This design comes from an exercise in tuning for small area on the open sky130 flow, not from production work. The RTL was checked by simulation tests, not by an equivalence proof against the original design. No activity file was given, so power comes from the tool's default toggle rates.

## the baseline
==> flow/design.v <==
package procesador_multiciclo_pkg;
   localparam logic [2:0] S_FETCH  = 3'b000;
   localparam logic [2:0] S_MEM    = 3'b001;
   localparam logic [2:0] S_ALIGN1 = 3'b010;
   localparam logic [2:0] S_ALIGN2 = 3'b011;
   localparam logic [2:0] S_EX1    = 3'b100;
   localparam logic [2:0] S_EX2    = 3'b101;
   localparam logic [2:0] S_CLR    = 3'b110;
   localparam logic [2:0] S_HALT   = 3'b111;
   localparam logic [3:0] C_ADD  = 4'd0;
   localparam logic [3:0] C_SUB  = 4'd1;
   localparam logic [3:0] C_AND  = 4'd2;
   localparam logic [3:0] C_OR   = 4'd3;
   localparam logic [3:0] C_SLT  = 4'd4;
   localparam logic [3:0] C_ADDI = 4'd5;
   localparam logic [3:0] C_LW   = 4'd6;
   localparam logic [3:0] C_SW   = 4'd7;
   localparam logic [3:0] C_BEQ  = 4'd8;
   localparam logic [3:0] C_J    = 4'd9;
   localparam logic [3:0] C_ILL  = 4'd10;
   localparam logic [5:0] OP_RTYPE = 6'h00;
   localparam logic [5:0] OP_ADDI  = 6'h08;
   localparam logic [5:0] OP_LW    = 6'h23;
   localparam logic [5:0] OP_SW    = 6'h2B;
   localparam logic [5:0] OP_BEQ   = 6'h04;
   localparam logic [5:0] OP_J     = 6'h02;
   localparam logic [5:0] FN_ADD = 6'h20;
   localparam logic [5:0] FN_SUB = 6'h22;
   localparam logic [5:0] FN_AND = 6'h24;
   localparam logic [5:0] FN_OR  = 6'h25;
   localparam logic [5:0] FN_SLT = 6'h2A;
   function automatic logic [3:0] decode(input logic [5:0] op, input logic [5:0] fn);
      case (op)
         OP_RTYPE: begin
            case (fn)
               FN_ADD:  decode = C_ADD;
               FN_SUB:  decode = C_SUB;
               FN_AND:  decode = C_AND;
               FN_OR:   decode = C_OR;
               FN_SLT:  decode = C_SLT;
               default: decode = C_ILL;
            endcase
         end
         OP_ADDI: decode = C_ADDI;
         OP_LW:   decode = C_LW;
         OP_SW:   decode = C_SW;
         OP_BEQ:  decode = C_BEQ;
         OP_J:    decode = C_J;
         default: decode = C_ILL;
      endcase
   endfunction
endpackage
module banco_reg_param #(
   parameter int DW = 32
) (
   input  logic          clk,
   input  logic [4:0]    ra1,
   input  logic [4:0]    ra2,
   output logic          rd1,
   output logic          rd2,
   input  logic [31:1]   we,
   input  logic          wd
);
   logic [31:0] lsb;
   assign lsb[0] = 1'b0;
   for (genvar r = 1; r < 32; r++) begin : g_reg
      logic [DW-1:0] q;
      always_ff @(posedge clk) q <= {we[r] ? wd : q[0], q[DW-1:1]};
      assign lsb[r] = q[0];
   end
   assign rd1 = lsb[ra1];
   assign rd2 = lsb[ra2];
endmodule
module procesador_multiciclo #(
   parameter int            DW       = 32,
   parameter int            AW       = 8,
   parameter logic [AW-1:0] RESET_PC = '0
) (
   input  logic          clk,
   input  logic          rst_n,
   output logic          mem_req,
   output logic          mem_we,
   output logic [AW-1:0] mem_addr,
   output logic [DW-1:0] mem_wdata,
   input  logic [DW-1:0] mem_rdata,
   input  logic          mem_ack,
   output logic          halted,
   output logic [AW-1:0] pc_dbg
);
   logic [2:0]    state, state_nx;
   logic [3:0]    cls;
   logic [4:0]    cnt;           
   logic [AW-3:0] pcw;           
   logic          pc_c;          
   logic [AW-1:0] addr;          
   logic [31:0]   dr;            
   logic [4:0]    rsq, rtq;      
   logic          c;             
   logic          f;             
   wire ex1   = (state == procesador_multiciclo_pkg::S_EX1);
   wire ex2   = (state == procesador_multiciclo_pkg::S_EX2);
   wire clr   = (state == procesador_multiciclo_pkg::S_CLR);
   wire last  = (cnt == 5'd31);
   wire first = (cnt == 5'd0);
   wire lo8   = (cnt[4:3] == 2'd0);              
   wire pcwin = lo8 && (cnt[2:1] != 2'd0);       
   wire c_add  = (cls == procesador_multiciclo_pkg::C_ADD);
   wire c_sub  = (cls == procesador_multiciclo_pkg::C_SUB);
   wire c_and  = (cls == procesador_multiciclo_pkg::C_AND);
   wire c_or   = (cls == procesador_multiciclo_pkg::C_OR);
   wire c_slt  = (cls == procesador_multiciclo_pkg::C_SLT);
   wire c_addi = (cls == procesador_multiciclo_pkg::C_ADDI);
   wire c_lw   = (cls == procesador_multiciclo_pkg::C_LW);
   wire c_sw   = (cls == procesador_multiciclo_pkg::C_SW);
   wire c_beq  = (cls == procesador_multiciclo_pkg::C_BEQ);
   wire c_j    = (cls == procesador_multiciclo_pkg::C_J);
   wire c_ill  = (cls == procesador_multiciclo_pkg::C_ILL);
   wire is_r   = c_add | c_sub | c_and | c_or | c_slt;
   wire is_imm = c_addi | c_lw | c_sw;
   wire is_mem = c_lw | c_sw;
   wire inv    = c_sub | c_slt | c_beq;
   wire w1     = c_add | c_sub | c_and | c_or | c_addi;
   wire single = w1 | c_j;                        
   logic        ra, rb, wbit, wen;
   logic [4:0]  wa;
   logic [31:1] we;
   assign wa = is_r ? dr[15:11] : rtq;
   always_comb begin
      for (int r = 1; r < 32; r++)
         we[r] = clr || (wen && wa == 5'(r));
   end
   banco_reg_param #(.DW(DW)) u_rf (
      .clk (clk),
      .ra1 (rsq),
      .ra2 (rtq),
      .rd1 (ra),
      .rd2 (rb),
      .we  (we),
      .wd  (wbit)
   );
   wire opb  = is_imm ? dr[0] : rb;
   wire opbx = opb ^ inv;
   wire cin  = first ? inv : c;
   wire sum  = ra ^ opbx ^ cin;
   wire cout = (ra & opbx) | (ra & cin) | (opbx & cin);
   always_comb begin
      wen  = 1'b0;
      wbit = 1'b0;
      if (ex1) begin
         wen = w1;
         if (c_and)     wbit = ra & rb;
         else if (c_or) wbit = ra | rb;
         else           wbit = sum;
      end else if (ex2) begin
         wen  = c_lw | c_slt;
         wbit = c_lw ? dr[0] : (f & first);
      end
   end
   wire pc_upd = pcwin && ((ex1 && !c_beq) || ex2 || clr);
   wire pc_add = ex2 & c_beq & f & dr[0];
   wire pc_ci  = (cnt == 5'd2) ? (ex1 | (ex2 & c_beq)) : pc_c;
   wire pc_nb  = (ex1 && c_j) ? dr[0] : (pcw[0] ^ pc_add ^ pc_ci);
   wire a_in   = (ex1 && is_mem) ? sum : (pc_nb & pcwin);
   wire fetch_now = last && (clr || (ex1 && single) || ex2);
   wire req       = (state[2:1] == 2'b00);
   assign mem_req   = req || fetch_now;
   assign mem_we    = (state == procesador_multiciclo_pkg::S_MEM) && c_sw;
   assign mem_addr  = addr;
   assign mem_wdata = dr;
   assign halted    = (state == procesador_multiciclo_pkg::S_HALT);
   assign pc_dbg    = {pcw, 2'b00};
   always_comb begin
      state_nx = state;
      case (state)
         procesador_multiciclo_pkg::S_FETCH,
         procesador_multiciclo_pkg::S_MEM:
            if (mem_ack) state_nx = {last, ~last, state[0]};
         procesador_multiciclo_pkg::S_ALIGN1,
         procesador_multiciclo_pkg::S_ALIGN2:
            if (last) state_nx = {2'b10, state[0]};
         procesador_multiciclo_pkg::S_EX1:
            if (last) begin
               if (c_ill)       state_nx = procesador_multiciclo_pkg::S_HALT;
               else if (is_mem) state_nx = procesador_multiciclo_pkg::S_MEM;
               else if (!single) state_nx = procesador_multiciclo_pkg::S_EX2;
               else state_nx = mem_ack ? procesador_multiciclo_pkg::S_EX1 : procesador_multiciclo_pkg::S_FETCH;
            end
         procesador_multiciclo_pkg::S_EX2,
         procesador_multiciclo_pkg::S_CLR:
            if (last) state_nx = mem_ack ? procesador_multiciclo_pkg::S_EX1 : procesador_multiciclo_pkg::S_FETCH;
         default: state_nx = procesador_multiciclo_pkg::S_HALT;
      endcase
   end
   wire dr_ld = mem_req && mem_ack;
   wire dr_sh = (ex1 && (c_sw || ((c_addi || c_lw) && cnt < 5'd15) || (c_j && cnt >= 5'd2))) ||
                (ex2 && (c_lw || (c_beq && cnt >= 5'd2)));
   always_ff @(posedge clk or negedge rst_n) begin
      if (!rst_n) begin
         state <= procesador_multiciclo_pkg::S_CLR;
         cnt   <= '0;
         pcw   <= RESET_PC[AW-1:2];
      end else begin
         state <= state_nx;
         cnt   <= cnt + 5'd1;
         if (pc_upd) pcw <= {pc_nb, pcw[AW-3:1]};
      end
   end
   always_ff @(posedge clk) begin
      if (dr_ld)      dr <= mem_rdata;
      else if (dr_sh) dr <= {rb, dr[31:1]};
      if (mem_req && mem_ack && state != procesador_multiciclo_pkg::S_MEM) begin
         cls <= procesador_multiciclo_pkg::decode(mem_rdata[31:26], mem_rdata[5:0]);
         rsq <= mem_rdata[25:21];
         rtq <= mem_rdata[20:16];
      end
      if (lo8 && (ex1 || ex2 || clr)) addr <= {a_in, addr[AW-1:1]};
      if (pc_upd) pc_c <= (pcw[0] & pc_add) | (pcw[0] & pc_ci) | (pc_add & pc_ci);
      if (ex1) begin
         c <= cout;
         if (c_slt) f <= (ra ^ rb) ? ra : sum;
         else       f <= (first | f) & ~sum;
      end
   end
endmodule
clock: 6.5 ns
lec_check: 0
cap_margin: 20
core_margin: 2
core_utilization: 65
slew_margin: 20
standard.sh (not shown) runs the stock make flow with config.mk's settings and CLKGATE_MAP_FILE= SYNTH_SCRIPT=/design/flow/synth_recipe.tcl, a recipe that flattens the netlist after the stock synthesis.
==> flow/flow/run.sh <==
#!/bin/bash
# Layout flow: the standard ORFS flow (standard.sh) with these changes in
# how the layout is made:
#  * after the standard synthesis, its combinational logic is re-mapped by
#    ABC with an area script (flow/remap.ys); registers are untouched;
#  * port buffers use the smallest buffer cell (buf_1);
#  * clock tree: small clock buffers, small sink clusters, no dummy loads.
# Each tool writes its full output to a log of its own in this folder
# (flow_*.log) and ORFS's step logs stay under orfs/logs/.
set -euo pipefail
export BUFFER_PORTS_ARGS="-buffer_cell sky130_fd_sc_hd__buf_1"
export CTS_ARGS="-sink_clustering_enable -repair_clock_nets -sink_clustering_size 28 -sink_clustering_max_diameter 45 -buf_list sky130_fd_sc_hd__clkbuf_16 -dont_use_dummy_load"
YOSYS=${YOSYS_EXE:-$FLOW_HOME/../tools/install/yosys/bin/yosys}
LIB=$FLOW_HOME/platforms/$FLOW_PLATFORM/lib/sky130_fd_sc_hd__tt_025C_1v80.lib
R=orfs/results/$FLOW_PLATFORM/procesador_multiciclo/base

bash ./standard.sh synth > flow_synth.log 2>&1
cp $R/1_2_yosys.v flow_std_netlist.v
SEQ=$(grep -oE "sky130_fd_sc_hd__(df|edf|sdf|dl|conb)[a-z0-9_]+" flow_std_netlist.v | sort -u | tr '\n' ' ')
sed -e "s#LIBFILE#$LIB#g" -e "s#NETIN#flow_std_netlist.v#" -e "s#NETOUT#flow_remap_netlist.v#" \
    -e "s#TOPNAME#$FLOW_TOP#" -e "s#^flatten#blackbox $SEQ\nflatten#" flow/remap.ys > flow_remap.ys
$YOSYS -s flow_remap.ys > flow_remap.log 2>&1
cp flow_remap_netlist.v $R/1_2_yosys.v
rm -f $R/1_synth.odb $R/1_synth.sdc
bash ./standard.sh synth > flow_synth_odb.log 2>&1
bash ./standard.sh finish > flow_standard.log 2>&1
Other scripts of this flow, unchanged in this note and not shown: flow/flow/remap.ys
In summary, the baseline completed successfully, with a layout that passed the timing, design-rule and antenna checks.
Here is what was changed in the inputs of the candidate compared with the baseline.
- swapping 20 for 0 in CAP_MARGIN
- swapping 20 for 0 in SLEW_MARGIN
- putting GPL_TIMING_DRIVEN at 0 where nothing was set
-- flow/flow/run.sh --
<<< the baseline, line 10
set -euo pipefail
export BUFFER_PORTS_ARGS="-buffer_cell sky130_fd_sc_hd__buf_1"
export CTS_ARGS="-sink_clustering_enable -repair_clock_nets -sink_clustering_size 28 -sink_clustering_max_diameter 45 -buf_list sky130_fd_sc_hd__clkbuf_16 -dont_use_dummy_load"
YOSYS=${YOSYS_EXE:-$FLOW_HOME/../tools/install/yosys/bin/yosys}
LIB=$FLOW_HOME/platforms/$FLOW_PLATFORM/lib/sky130_fd_sc_hd__tt_025C_1v80.lib
>>> the candidate, line 10
set -euo pipefail
export BUFFER_PORTS_ARGS="-buffer_cell sky130_fd_sc_hd__buf_1"
export CTS_ARGS="-sink_clustering_enable -repair_clock_nets -sink_clustering_size 10 -sink_clustering_max_diameter 40 -buf_list sky130_fd_sc_hd__clkbuf_4 -dont_use_dummy_load"
YOSYS=${YOSYS_EXE:-$FLOW_HOME/../tools/install/yosys/bin/yosys}
LIB=$FLOW_HOME/platforms/$FLOW_PLATFORM/lib/sky130_fd_sc_hd__tt_025C_1v80.lib
[summary]
- Re worst-case setup margin in the final layout: the candidate is 0.67 ns down on the baseline.
- Compared with the baseline, the candidate shows a higher number of levels in the clock H-tree.
- Utilization after layout on the candidate is down relative to the baseline.
- Highest layer used for signal routing = met5: the candidate; highest layer used for signal routing = met4: the baseline
- When the candidate is measured against the baseline, its combined area of the multi-input logic cells turns out 0.54% higher.
- The candidate: number of filler cells placed in the layout about 9% above the baseline
- Higher wire length goes to the baseline over the candidate.
- Share of the final layout cell area in multi-input gates came out higher on the candidate than on the baseline.
- Delta (the candidate minus the baseline): clock tree buffer count of the final layout increased by 120% relative to the old numbers; via count of the first global-routing pass decreased by 485 relative to the old numbers.

---

build 16:
RTL: the design.v shown in full above, as it stands there.
clock: 6.5 ns
lec_check: 0
cap_margin: 20
core_margin: 2
core_utilization: 55
slew_margin: 20
==> flow/flow/run.sh <==
#!/bin/bash
# Layout flow: the standard ORFS flow (standard.sh) with these changes in
# how the layout is made:
#  * after the standard synthesis, its combinational logic is re-mapped by
#    ABC with an area script (flow/remap.ys); registers are untouched;
#  * port buffers use the smallest buffer cell (buf_1);
#  * clock tree: small clock buffers, small sink clusters, no dummy loads.
# Each tool writes its full output to a log of its own in this folder
# (flow_*.log) and ORFS's step logs stay under orfs/logs/.
set -euo pipefail
export BUFFER_PORTS_ARGS="-buffer_cell sky130_fd_sc_hd__buf_1"
export CTS_ARGS="-sink_clustering_enable -repair_clock_nets -sink_clustering_size 11 -sink_clustering_max_diameter 35 -buf_list sky130_fd_sc_hd__clkbuf_4 -dont_use_dummy_load"
YOSYS=${YOSYS_EXE:-$FLOW_HOME/../tools/install/yosys/bin/yosys}
LIB=$FLOW_HOME/platforms/$FLOW_PLATFORM/lib/sky130_fd_sc_hd__tt_025C_1v80.lib
R=orfs/results/$FLOW_PLATFORM/procesador_multiciclo/base

bash ./standard.sh synth > flow_synth.log 2>&1
cp $R/1_2_yosys.v flow_std_netlist.v
SEQ=$(grep -oE "sky130_fd_sc_hd__(df|edf|sdf|dl|conb)[a-z0-9_]+" flow_std_netlist.v | sort -u | tr '\n' ' ')
sed -e "s#LIBFILE#$LIB#g" -e "s#NETIN#flow_std_netlist.v#" -e "s#NETOUT#flow_remap_netlist.v#" \
    -e "s#TOPNAME#$FLOW_TOP#" -e "s#^flatten#blackbox $SEQ\nflatten#" flow/remap.ys > flow_remap.ys
$YOSYS -s flow_remap.ys > flow_remap.log 2>&1
cp flow_remap_netlist.v $R/1_2_yosys.v
rm -f $R/1_synth.odb $R/1_synth.sdc
bash ./standard.sh synth > flow_synth_odb.log 2>&1
bash ./standard.sh finish > flow_standard.log 2>&1
Other scripts of this flow, unchanged in this note and not shown: flow/flow/remap.ys
Build 16 went all the way through synthesis, placement and routing and the layout is clean on timing, DRC and antenna.
Changes in build 96 relative to build 16:
- CORE_UTILIZATION changed from 55 to 65
-- flow/flow/run.sh --
<<< build 16, line 12
export CTS_ARGS="-sink_clustering_enable -repair_clock_nets -sink_clustering_size 11 -sink_clustering_max_diameter 35 -buf_list sky130_fd_sc_hd__clkbuf_4 -dont_use_dummy_load"
>>> build 96, line 12
export CTS_ARGS="-sink_clustering_enable -repair_clock_nets -sink_clustering_size 14 -sink_clustering_max_diameter 40 -buf_list {sky130_fd_sc_hd__clkbuf_4 sky130_fd_sc_hd__clkbuf_8} -dont_use_dummy_load"
==> comparison <==
- Build 96 completed every stage of the flow, and the final layout passed the timing, design-rule and antenna checks.
- Taking build 16 as the reference, in build 96 post-route cell area has increased; critical path depth has increased.
- The non-clock buffer count reported for build 96 is greater than that of build 16 by 1.
- Critical path class: flip-flop to primary output -> build 16, flip-flop to flip-flop -> build 96
- Compared with build 16, in build 96 sum of internal, switching and leakage power higher, core area lower, number of vias per cell higher.
- On post-DP HPWL, the lower figure sits with build 16, not build 96.
- Wire: build 96 routes more than build 16
- The run showing the smaller final worst-path cycle share is build 96.
- Build 96: pre-CTS setup slack 0.050 ns below build 16
- Taking build 16 as the reference point, the fraction of power consumed by the clock network of build 96 rises by 3.6 points.
--- input diff build 96..build 18 ---
-- flow/flow/run.sh --
<<< build 96, line 12
export CTS_ARGS="-sink_clustering_enable -repair_clock_nets -sink_clustering_size 14 -sink_clustering_max_diameter 40 -buf_list {sky130_fd_sc_hd__clkbuf_4 sky130_fd_sc_hd__clkbuf_8} -dont_use_dummy_load"
>>> build 18, line 12
export CTS_ARGS="-sink_clustering_enable -repair_clock_nets -sink_clustering_size 16 -sink_clustering_max_diameter 35 -buf_list sky130_fd_sc_hd__clkbuf_8 -dont_use_dummy_load"
Results
- Build 18: all stages complete, timing, DRC and antenna checks passed
- Build 96 → build 18: power dissipated by switching net loads grew by 0.041 mW, sequential share of power moved down, worst hold slack across all endpoints decreased by 0.019 ns relative to the old numbers, first-pass GRT wire length picked up an extra 490 um.
- Critical path's largest stage delay across build 96 and build 18: no real change.
- Routed wire in build 18 totals more than in build 96.
Setup changes, build 18 to build 28
- SLEW_MARGIN now 0, was 20
- CAP_MARGIN now 0, was 20
-- flow/flow/run.sh --
<<< build 18, line 12
export CTS_ARGS="-sink_clustering_enable -repair_clock_nets -sink_clustering_size 16 -sink_clustering_max_diameter 35 -buf_list sky130_fd_sc_hd__clkbuf_8 -dont_use_dummy_load"
>>> build 28, line 12
export CTS_ARGS="-sink_clustering_enable -repair_clock_nets -sink_clustering_size 11 -sink_clustering_max_diameter 35 -buf_list sky130_fd_sc_hd__clkbuf_4 -dont_use_dummy_load"
==> notes.md <==
- Global router's overall resource usage: build 28 vs build 18 — no meaningful difference
- Diff build 18 -> build 28: multi-input combinational cell area held steady; delay contributed by the slowest stage of the critical path dropped 0.06 ns.
- Looking at build 28 and build 18, the final-layout non-clock buffer area share is a wash.
- Summary of build 28 over build 18: post-layout total power saw a decrease; first-pass GRT wire length level.

what the ideal ports hide:
The flow's constraints put no driver on any port. The routed layouts listed below were extracted and timed again, unchanged, in two steps. Step 1: set_driving_cell puts a clkbuf_16 on clk and a buf_2 on each other input, an assumption about the parent block. Step 2 adds t to the input delays and takes it off the output delays; t is the mean of the earliest and latest rising clock arrival at the registers after step 1. Input paths then give back, and output paths get back, about the clock's delay inside the block. a / b / c = ideal / step 1 / step 2; a / b = the first two.
| run | t (ns) | setup WS [ns] | clock arrival spread, ns | pins driven straight from the clock port |
|---|---|---|---|---|
| the baseline | 0.641 | 2.610 / 2.610 / 2.610 | 0.080 / 0.080 | 1 |
| the candidate | 0.822 | 1.942 / 1.942 / 1.942 | 0.106 / 0.107 | 1 |
| build 16 | 0.864 | 2.530 / 2.481 / 2.733 | 0.133 / 0.133 | 1 |
| build 96 | 0.672 | 2.646 / 2.600 / 2.646 | 0.086 / 0.087 | 1 |
| build 18 | 0.687 | 2.627 / 2.603 / 2.627 | 0.093 / 0.094 | 1 |
| build 28 | 0.837 | 2.458 / 2.405 / 2.529 | 0.113 / 0.113 | 1 |
After both steps setup and hold are still met in every run listed.
